Source: an optimization exercise on an open RTL-to-GDS flow (aim: small area). Production flows keep margins and buffers that such runs may drop.
Function was checked by simulation only, so behaviour that the tests miss may differ from the original.
No activity file was given, so power comes from the tool's default toggle rates.

==> trial 25 <==
==> flow/design.v <==
package lsq_pkg;
	localparam int data_w = 32;
	localparam int addr_w = 10;
	localparam int off_w = 12;
	localparam int tag_w = 4;
	typedef logic [data_w-1:0] data_t;
	typedef logic [addr_w-1:0] addr_t;
	typedef logic [off_w-1:0]  off_t;
	typedef logic [tag_w-1:0]  tag_t;
	typedef enum logic {
		LS_LOAD  = 1'b0,
		LS_STORE = 1'b1
	} ls_op_t;
	localparam int DEF_ENTRIES = 6;
	localparam int DEF_CDB = 6;
	localparam int DEF_MEM_CREDITS = 2;
endpackage
`timescale 1ns/10ps
module lsq_top #(
	parameter int NUM_ENTRIES = lsq_pkg::DEF_ENTRIES,
	parameter int NUM_CDB     = lsq_pkg::DEF_CDB,
	parameter int MEM_CREDITS = lsq_pkg::DEF_MEM_CREDITS
) (
	input  logic                                clk,
	input  logic                                rst_n,
	input  logic                                disp_valid_i,
	input  logic                                disp_op_i,
	input  logic [lsq_pkg::data_w-1:0]          disp_base_i,
	input  logic [lsq_pkg::off_w-1:0]           disp_off_i,
	input  logic [lsq_pkg::data_w-1:0]          disp_val_i,
	input  logic [lsq_pkg::tag_w-1:0]           disp_tag_i,
	output logic                                disp_credit_o,
	input  logic [NUM_CDB-1:0]                  cdb_valid_i,
	input  logic [NUM_CDB*lsq_pkg::tag_w-1:0]   cdb_tag_i,
	input  logic [NUM_CDB*lsq_pkg::data_w-1:0]  cdb_data_i,
	output logic                                mem_req_o,
	output logic                                mem_we_o,
	output logic [lsq_pkg::addr_w-1:0]          mem_addr_o,
	output logic [lsq_pkg::data_w-1:0]          mem_wdata_o,
	output logic [$clog2(NUM_ENTRIES)-1:0]      mem_tag_o,
	input  logic                                mem_credit_i
);
	localparam int NE = 6;
	localparam int NC = 6;
	localparam int DW = lsq_pkg::data_w;
	localparam int AW = lsq_pkg::addr_w;
	localparam int TW = lsq_pkg::tag_w;
	logic [NE-1:0]         tail_q;
	logic [NE-1:0]         head_q;
	logic                  empty_q;
	logic [1:0]            mcred_q;    
	logic [NE-1:0]         op_q;
	logic [NE-1:0][TW-1:0] tag_q;
	logic [NE-1:0][AW-1:0] addr_q;
	logic [NE-1:0][DW-1:0] data_q;
	logic [NE-1:0]         alloc;
	logic [NE-1:0]         waiting;
	logic                  issue;
	logic [AW-1:0]         new_addr;
	assign alloc    = disp_valid_i ? tail_q : '0;
	assign new_addr = disp_base_i[AW-1:0] + disp_off_i[AW-1:0];
	for (genvar s = 0; s < NE; s++) begin : g_wait
		assign waiting[s] = |tag_q[s];
	end
	assign issue = !empty_q && !(|(head_q & waiting)) && (|mcred_q);
	always_ff @(posedge clk) begin
		if (!rst_n) begin
			tail_q  <= NE'(1);
			head_q  <= NE'(1);
			empty_q <= 1'b1;
			mcred_q <= 2'd2;
		end else begin
			if (disp_valid_i)
				tail_q <= {tail_q[NE-2:0], tail_q[NE-1]};
			if (issue)
				head_q <= {head_q[NE-2:0], head_q[NE-1]};
			if (disp_valid_i)
				empty_q <= 1'b0;
			else if (issue)
				empty_q <= |({head_q[NE-2:0], head_q[NE-1]} & tail_q);
			if (issue && !mem_credit_i)
				mcred_q <= mcred_q - 1'b1;
			else if (!issue && mem_credit_i)
				mcred_q <= mcred_q + 1'b1;
		end
	end
	for (genvar s = 0; s < NE; s++) begin : g_slot
		logic [TW-1:0] look_tag;
		logic [NC-1:0] sel;
		logic          hit;
		logic [DW-1:0] d_next;
		assign look_tag = alloc[s] ? disp_tag_i : tag_q[s];
		always_comb begin
			for (int b = 0; b < NC; b++)
				sel[b] = cdb_valid_i[b] && (cdb_tag_i[b*TW +: TW] == look_tag) && (|look_tag);
		end
		assign hit = |sel;
		always_comb begin
			d_next = {DW{!alloc[s] && !hit}} & data_q[s];
			d_next = d_next | ({DW{alloc[s] && !hit}} & disp_val_i);
			for (int b = 0; b < NC; b++)
				d_next = d_next | ({DW{sel[b]}} & cdb_data_i[b*DW +: DW]);
		end
		always_ff @(posedge clk) begin
			data_q[s] <= d_next;
			if (alloc[s]) begin
				op_q[s]   <= disp_op_i;
				addr_q[s] <= new_addr;
				tag_q[s]  <= (disp_op_i && !hit) ? disp_tag_i : '0;
			end else if (hit) begin
				tag_q[s]  <= '0;
			end
		end
	end
	always_comb begin
		mem_addr_o  = '0;
		mem_wdata_o = '0;
		mem_we_o    = 1'b0;
		for (int s = 0; s < NE; s++) begin
			mem_addr_o  = mem_addr_o  | ({AW{head_q[s]}} & addr_q[s]);
			mem_wdata_o = mem_wdata_o | ({DW{head_q[s]}} & data_q[s]);
			mem_we_o    = mem_we_o    | (head_q[s] & op_q[s]);
		end
		mem_we_o = mem_we_o && issue;
	end
	assign mem_tag_o     = {head_q[4] | head_q[5], head_q[2] | head_q[3], head_q[1] | head_q[3] | head_q[5]};
	assign mem_req_o     = issue;
	assign disp_credit_o = issue;
endmodule
==> flow/run.sh <==
#!/bin/bash
# synth_recipe.tcl (not shown) runs the flow's synth.tcl, then flattens the netlist and writes it again
# the make line also repeats each setting of config.mk as NAME=value (left out here)
make -C /OpenROAD-flow-scripts/flow DESIGN_CONFIG=/design/flow/config.mk WORK_HOME=/design/flow/orfs CLKGATE_MAP_FILE= SYNTH_SCRIPT=/design/flow/synth_recipe.tcl finish
==> flow/config.mk <==
export PLATFORM = sky130hd
export DESIGN_NAME = lsq_top
export DESIGN_NICKNAME = lsq_top
export VERILOG_FILES = /design/flow/design.v
export SDC_FILE = /design/flow/constraint.sdc
export NUM_CORES = 4
export LEC_CHECK = 0
export CAP_MARGIN = 20
export CORE_MARGIN = 2
export CORE_UTILIZATION = 40
export SLEW_MARGIN = 20
==> flow/constraint.sdc <==
create_clock -name core_clock -period 5.0 [get_ports {clk}]
set_input_delay 1.0000 -clock core_clock [delete_from_list [all_inputs] [get_ports {clk}]]
set_output_delay 1.0000 -clock core_clock [all_outputs]
set_load 0.01 [all_outputs]
==> inputs of trial 69, as changes to trial 25 <==
--- a/flow/design.v
+++ b/flow/design.v
@@ -50,19 +50,19 @@
 	logic                  empty_q;
 	logic [1:0]            mcred_q;    
 	logic [NE-1:0]         op_q;
-	logic [NE-1:0][TW-1:0] tag_q;
+	logic [NE-1:0]         wait_q;     
 	logic [NE-1:0][AW-1:0] addr_q;
-	logic [NE-1:0][DW-1:0] data_q;
+	logic [NE-1:0][DW-1:0] data_q;     
 	logic [NE-1:0]         alloc;
-	logic [NE-1:0]         waiting;
 	logic                  issue;
 	logic [AW-1:0]         new_addr;
+	logic [DW-1:0]         new_val;
+	logic                  tag_nz;
 	assign alloc    = disp_valid_i ? tail_q : '0;
 	assign new_addr = disp_base_i[AW-1:0] + disp_off_i[AW-1:0];
-	for (genvar s = 0; s < NE; s++) begin : g_wait
-		assign waiting[s] = |tag_q[s];
-	end
-	assign issue = !empty_q && !(|(head_q & waiting)) && (|mcred_q);
+	assign tag_nz   = |disp_tag_i;
+	assign new_val  = {disp_val_i[DW-1:TW], tag_nz ? disp_tag_i : disp_val_i[TW-1:0]};
+	assign issue = !empty_q && !(|(head_q & wait_q)) && (|mcred_q);
 	always_ff @(posedge clk) begin
 		if (!rst_n) begin
 			tail_q  <= NE'(1);
@@ -86,43 +86,55 @@
 	end
 	for (genvar s = 0; s < NE; s++) begin : g_slot
 		logic [TW-1:0] look_tag;
+		logic          look;
 		logic [NC-1:0] sel;
 		logic          hit;
-		logic [DW-1:0] d_next;
-		assign look_tag = alloc[s] ? disp_tag_i : tag_q[s];
+		logic [DW-1:0] d_lo, d_hi, d_own, d_next;
+		assign look_tag = alloc[s] ? disp_tag_i : data_q[s][TW-1:0];
+		assign look     = alloc[s] ? tag_nz : wait_q[s];
 		always_comb begin
 			for (int b = 0; b < NC; b++)
-				sel[b] = cdb_valid_i[b] && (cdb_tag_i[b*TW +: TW] == look_tag) && (|look_tag);
+				sel[b] = cdb_valid_i[b] && (cdb_tag_i[b*TW +: TW] == look_tag) && look;
 		end
 		assign hit = |sel;
 		always_comb begin
-			d_next = {DW{!alloc[s] && !hit}} & data_q[s];
-			d_next = d_next | ({DW{alloc[s] && !hit}} & disp_val_i);
-			for (int b = 0; b < NC; b++)
-				d_next = d_next | ({DW{sel[b]}} & cdb_data_i[b*DW +: DW]);
+			d_lo = '0;
+			d_hi = '0;
+			for (int b = 0; b < NC/2; b++) begin
+				d_lo = d_lo | ({DW{sel[b]}} & cdb_data_i[b*DW +: DW]);
+				d_hi = d_hi | ({DW{sel[b+NC/2]}} & cdb_data_i[(b+NC/2)*DW +: DW]);
+			end
 		end
+		assign d_own  = ({DW{!alloc[s] && !hit}} & data_q[s]) | ({DW{alloc[s] && !hit}} & new_val);
+		assign d_next = d_lo | d_hi | d_own;
 		always_ff @(posedge clk) begin
 			data_q[s] <= d_next;
 			if (alloc[s]) begin
 				op_q[s]   <= disp_op_i;
 				addr_q[s] <= new_addr;
-				tag_q[s]  <= (disp_op_i && !hit) ? disp_tag_i : '0;
+				wait_q[s] <= disp_op_i && tag_nz && !hit;
 			end else if (hit) begin
-				tag_q[s]  <= '0;
+				wait_q[s] <= 1'b0;
 			end
 		end
 	end
+	logic [AW-1:0] addr_lo, addr_hi;
+	logic [DW-1:0] wdata_lo, wdata_hi;
 	always_comb begin
-		mem_addr_o  = '0;
-		mem_wdata_o = '0;
-		mem_we_o    = 1'b0;
-		for (int s = 0; s < NE; s++) begin
-			mem_addr_o  = mem_addr_o  | ({AW{head_q[s]}} & addr_q[s]);
-			mem_wdata_o = mem_wdata_o | ({DW{head_q[s]}} & data_q[s]);
-			mem_we_o    = mem_we_o    | (head_q[s] & op_q[s]);
+		addr_lo  = '0;
+		addr_hi  = '0;
+		wdata_lo = '0;
+		wdata_hi = '0;
+		for (int s = 0; s < NE/2; s++) begin
+			addr_lo  = addr_lo  | ({AW{head_q[s]}} & addr_q[s]);
+			addr_hi  = addr_hi  | ({AW{head_q[s+NE/2]}} & addr_q[s+NE/2]);
+			wdata_lo = wdata_lo | ({DW{head_q[s]}} & data_q[s]);
+			wdata_hi = wdata_hi | ({DW{head_q[s+NE/2]}} & data_q[s+NE/2]);
 		end
-		mem_we_o = mem_we_o && issue;
 	end
+	assign mem_addr_o  = addr_lo | addr_hi;
+	assign mem_wdata_o = wdata_lo | wdata_hi;
+	assign mem_we_o    = issue && (|(head_q & op_q));
 	assign mem_tag_o     = {head_q[4] | head_q[5], head_q[2] | head_q[3], head_q[1] | head_q[3] | head_q[5]};
 	assign mem_req_o     = issue;
 	assign disp_credit_o = issue;
==> flow/flow/run.sh (new file) <==
#!/bin/bash
# The standard ORFS layout (standard.sh) with three changes:
#  - Yosys's ABC maps the logic for area: flow/abc_area.script replaces ORFS's
#    speed script in a copy of ORFS's scripts folder (registers are untouched)
#  - the port buffers are sky130_fd_sc_hd__buf_1
#  - CTS inserts no dummy loads and builds the tree from clkbuf_8, in clusters of
#    at most 12 sinks
# Each tool's output is in orfs/logs; make's own output is in standard.log.
set -u
work=$(pwd)
rm -rf "$work/scripts"
cp -r "$FLOW_HOME/scripts" "$work/scripts"
cp "$work/flow/abc_area.script" "$work/scripts/abc_speed.script"
export SCRIPTS_DIR="$work/scripts"
export BUFFER_PORTS_ARGS="-buffer_cell sky130_fd_sc_hd__buf_1"
export CTS_ARGS="-sink_clustering_enable -repair_clock_nets -dont_use_dummy_load -buf_list sky130_fd_sc_hd__clkbuf_8 -sink_clustering_size 12 -sink_clustering_max_diameter 60"
bash standard.sh > standard.log 2>&1
==> flow/flow/abc_area.script (new file) <==
strash
&get -n
&st
&dch -f
&nf -a -R 1000
&put
topo
==> flow/standard.sh (new file) <==
#!/bin/bash
# synth_recipe.tcl (not shown) runs the flow's synth.tcl, then flattens the netlist and writes it again
# the make line also repeats each setting of config.mk as NAME=value (left out here)
make -C /OpenROAD-flow-scripts/flow DESIGN_CONFIG=/design/flow/config.mk WORK_HOME=/design/flow/orfs CLKGATE_MAP_FILE= SYNTH_SCRIPT=/design/flow/synth_recipe.tcl "${@:-finish}"
CAP_MARGIN = 10   (was 20)
CORE_UTILIZATION = 30   (was 40)
PLACE_DENSITY = 0.45   (was default)
SLEW_MARGIN = 10   (was 20)
removed: flow/run.sh
==> inputs of build 63, as changes to trial 25 <==
--- a/flow/design.v
+++ b/flow/design.v
@@ -50,19 +50,19 @@
 	logic                  empty_q;
 	logic [1:0]            mcred_q;    
 	logic [NE-1:0]         op_q;
-	logic [NE-1:0][TW-1:0] tag_q;
+	logic [NE-1:0]         wait_q;     
 	logic [NE-1:0][AW-1:0] addr_q;
-	logic [NE-1:0][DW-1:0] data_q;
+	logic [NE-1:0][DW-1:0] data_q;     
 	logic [NE-1:0]         alloc;
-	logic [NE-1:0]         waiting;
 	logic                  issue;
 	logic [AW-1:0]         new_addr;
+	logic [DW-1:0]         new_val;
+	logic                  tag_nz;
 	assign alloc    = disp_valid_i ? tail_q : '0;
 	assign new_addr = disp_base_i[AW-1:0] + disp_off_i[AW-1:0];
-	for (genvar s = 0; s < NE; s++) begin : g_wait
-		assign waiting[s] = |tag_q[s];
-	end
-	assign issue = !empty_q && !(|(head_q & waiting)) && (|mcred_q);
+	assign tag_nz   = |disp_tag_i;
+	assign new_val  = {disp_val_i[DW-1:TW], tag_nz ? disp_tag_i : disp_val_i[TW-1:0]};
+	assign issue = !empty_q && !(|(head_q & wait_q)) && (|mcred_q);
 	always_ff @(posedge clk) begin
 		if (!rst_n) begin
 			tail_q  <= NE'(1);
@@ -86,43 +86,55 @@
 	end
 	for (genvar s = 0; s < NE; s++) begin : g_slot
 		logic [TW-1:0] look_tag;
+		logic          look;
 		logic [NC-1:0] sel;
 		logic          hit;
-		logic [DW-1:0] d_next;
-		assign look_tag = alloc[s] ? disp_tag_i : tag_q[s];
+		logic [DW-1:0] d_lo, d_hi, d_own, d_next;
+		assign look_tag = alloc[s] ? disp_tag_i : data_q[s][TW-1:0];
+		assign look     = alloc[s] ? tag_nz : wait_q[s];
 		always_comb begin
 			for (int b = 0; b < NC; b++)
-				sel[b] = cdb_valid_i[b] && (cdb_tag_i[b*TW +: TW] == look_tag) && (|look_tag);
+				sel[b] = cdb_valid_i[b] && (cdb_tag_i[b*TW +: TW] == look_tag) && look;
 		end
 		assign hit = |sel;
 		always_comb begin
-			d_next = {DW{!alloc[s] && !hit}} & data_q[s];
-			d_next = d_next | ({DW{alloc[s] && !hit}} & disp_val_i);
-			for (int b = 0; b < NC; b++)
-				d_next = d_next | ({DW{sel[b]}} & cdb_data_i[b*DW +: DW]);
+			d_lo = '0;
+			d_hi = '0;
+			for (int b = 0; b < NC/2; b++) begin
+				d_lo = d_lo | ({DW{sel[b]}} & cdb_data_i[b*DW +: DW]);
+				d_hi = d_hi | ({DW{sel[b+NC/2]}} & cdb_data_i[(b+NC/2)*DW +: DW]);
+			end
 		end
+		assign d_own  = ({DW{!alloc[s] && !hit}} & data_q[s]) | ({DW{alloc[s] && !hit}} & new_val);
+		assign d_next = d_lo | d_hi | d_own;
 		always_ff @(posedge clk) begin
 			data_q[s] <= d_next;
 			if (alloc[s]) begin
 				op_q[s]   <= disp_op_i;
 				addr_q[s] <= new_addr;
-				tag_q[s]  <= (disp_op_i && !hit) ? disp_tag_i : '0;
+				wait_q[s] <= disp_op_i && tag_nz && !hit;
 			end else if (hit) begin
-				tag_q[s]  <= '0;
+				wait_q[s] <= 1'b0;
 			end
 		end
 	end
+	logic [AW-1:0] addr_lo, addr_hi;
+	logic [DW-1:0] wdata_lo, wdata_hi;
 	always_comb begin
-		mem_addr_o  = '0;
-		mem_wdata_o = '0;
-		mem_we_o    = 1'b0;
-		for (int s = 0; s < NE; s++) begin
-			mem_addr_o  = mem_addr_o  | ({AW{head_q[s]}} & addr_q[s]);
-			mem_wdata_o = mem_wdata_o | ({DW{head_q[s]}} & data_q[s]);
-			mem_we_o    = mem_we_o    | (head_q[s] & op_q[s]);
+		addr_lo  = '0;
+		addr_hi  = '0;
+		wdata_lo = '0;
+		wdata_hi = '0;
+		for (int s = 0; s < NE/2; s++) begin
+			addr_lo  = addr_lo  | ({AW{head_q[s]}} & addr_q[s]);
+			addr_hi  = addr_hi  | ({AW{head_q[s+NE/2]}} & addr_q[s+NE/2]);
+			wdata_lo = wdata_lo | ({DW{head_q[s]}} & data_q[s]);
+			wdata_hi = wdata_hi | ({DW{head_q[s+NE/2]}} & data_q[s+NE/2]);
 		end
-		mem_we_o = mem_we_o && issue;
 	end
+	assign mem_addr_o  = addr_lo | addr_hi;
+	assign mem_wdata_o = wdata_lo | wdata_hi;
+	assign mem_we_o    = issue && (|(head_q & op_q));
 	assign mem_tag_o     = {head_q[4] | head_q[5], head_q[2] | head_q[3], head_q[1] | head_q[3] | head_q[5]};
 	assign mem_req_o     = issue;
 	assign disp_credit_o = issue;
==> flow/flow/run.sh (new file) <==
#!/bin/bash
# The standard ORFS layout (standard.sh) with three changes:
#  - Yosys's ABC maps the logic for area: flow/abc_area.script replaces ORFS's
#    speed script in a copy of ORFS's scripts folder (registers are untouched)
#  - the port buffers are sky130_fd_sc_hd__buf_1
#  - CTS inserts no dummy loads
# Each tool's output is in orfs/logs; make's own output is in standard.log.
set -u
work=$(pwd)
rm -rf "$work/scripts"
cp -r "$FLOW_HOME/scripts" "$work/scripts"
cp "$work/flow/abc_area.script" "$work/scripts/abc_speed.script"
export SCRIPTS_DIR="$work/scripts"
export BUFFER_PORTS_ARGS="-buffer_cell sky130_fd_sc_hd__buf_1"
export CTS_ARGS="-sink_clustering_enable -repair_clock_nets -dont_use_dummy_load"
bash standard.sh > standard.log 2>&1
==> flow/flow/abc_area.script (new file) <==
strash
&get -n
&st
&dch -f
&nf -a -R 1000
&put
topo
==> flow/standard.sh (new file) <==
#!/bin/bash
# synth_recipe.tcl (not shown) runs the flow's synth.tcl, then flattens the netlist and writes it again
# the make line also repeats each setting of config.mk as NAME=value (left out here)
make -C /OpenROAD-flow-scripts/flow DESIGN_CONFIG=/design/flow/config.mk WORK_HOME=/design/flow/orfs CLKGATE_MAP_FILE= SYNTH_SCRIPT=/design/flow/synth_recipe.tcl "${@:-finish}"
CORE_UTILIZATION = 30   (was 40)
PLACE_DENSITY = 0.45   (was default)
removed: flow/run.sh
==> notes <==
Trial 25 produced a clean layout. Trial 69 finished with timing, DRC and antenna clean. Build 63 completed without violations.
Clock power: trial 25 > build 63 > trial 69.
In die area, build 63 and trial 69 do not differ.
Of build 63 and trial 25, trial 25 has the higher core utilization (gap 12 points).
In wire length, build 63 and trial 69 hardly differ.
Between build 63 and trial 25, the lower maximum frequency is in trial 25 (gap about 14%, measured against trial 25).
In global-route usage, build 63 and trial 69 hardly differ.
==> figures <==
| quantity | trial 69 | trial 25 | build 63 |
|---|---|---|---|
| Depth of the worst register-to-register path | 8 | 7 | 8 |
| Power in sequential cells | 3730 uW | 3870 uW | 3740 uW |
| Comb group | 4290 uW | 3790 uW | 4280 uW |
| Total Power | 9478 uW | 10470 uW | 10190 uW |
| Worst-path cell with the longest stage delay | o21ai_0 | or4_1 | o21ai_0 |
| Flip-flop and latch share of the layout cell area | 30.84% | 25.00% | 30.24% |
| Comb power frac | 45.3% | 36.2% | 42.0% |
| Most common library cell in the layout ignoring fill and taps | a222oi_1 | clkdlybuf4s50_1 | a222oi_1 |
| Actual slew at the worst max-slew pin | 0.9986 ns | 1.055 ns | 1.016 ns |
| End of the worst hold path | data_q[49]$_DFF_P_ | mcred_q[1]$_SDFFE_PN1P_ | data_q[18]$_DFF_P_ |
| Run status | timing/DRC/antenna clean | timing/DRC/antenna clean | timing/DRC/antenna clean |
| Static leakage | 0.007602 uW | 0.01036 uW | 0.007789 uW |
| Number of buffers created by CTS | 34 | 38 | 35 |

[afterwards: timing with drivers on the ports]
Ports are ideal in the flow. The routed layouts listed here were re-timed in OpenROAD. Step 1 (the two cells are an assumption about what drives the block):
set clk [get_ports {clk}]
set_driving_cell -lib_cell sky130_fd_sc_hd__clkbuf_16 $clk
set_driving_cell -lib_cell sky130_fd_sc_hd__buf_2 [delete_from_list [all_inputs] $clk]
Step 2 adds t to the input delays and takes it off the output delays; t is the mean of the earliest and latest rising clock arrival at the registers after step 1. Input paths then give back, and output paths get back, about the clock's delay inside the block. Three values: ideal, step 1, step 2; two values: the first two.
run	t (ns)	setup slack, ns	hold WS [ns]	worst register clock-pin slew, ns	worst slew at a driven data input, ns
trial 25	0.624	0.444 / 0.383 / 0.428	0.508 / 0.508 / 0.508	0.07 / 0.07	0.13
trial 69	0.621	1.101 / 1.099 / 0.478	0.490 / 0.490 / 0.490	0.09 / 0.09	0.15
build 63	0.595	0.993 / 0.996 / 0.402	0.484 / 0.484 / 0.484	0.06 / 0.06	0.15
After both steps every run listed still meets setup and hold. The setup slack of trial 69, which loses most, moves by -0.002 ns with the drivers and by -0.623 ns with both steps.
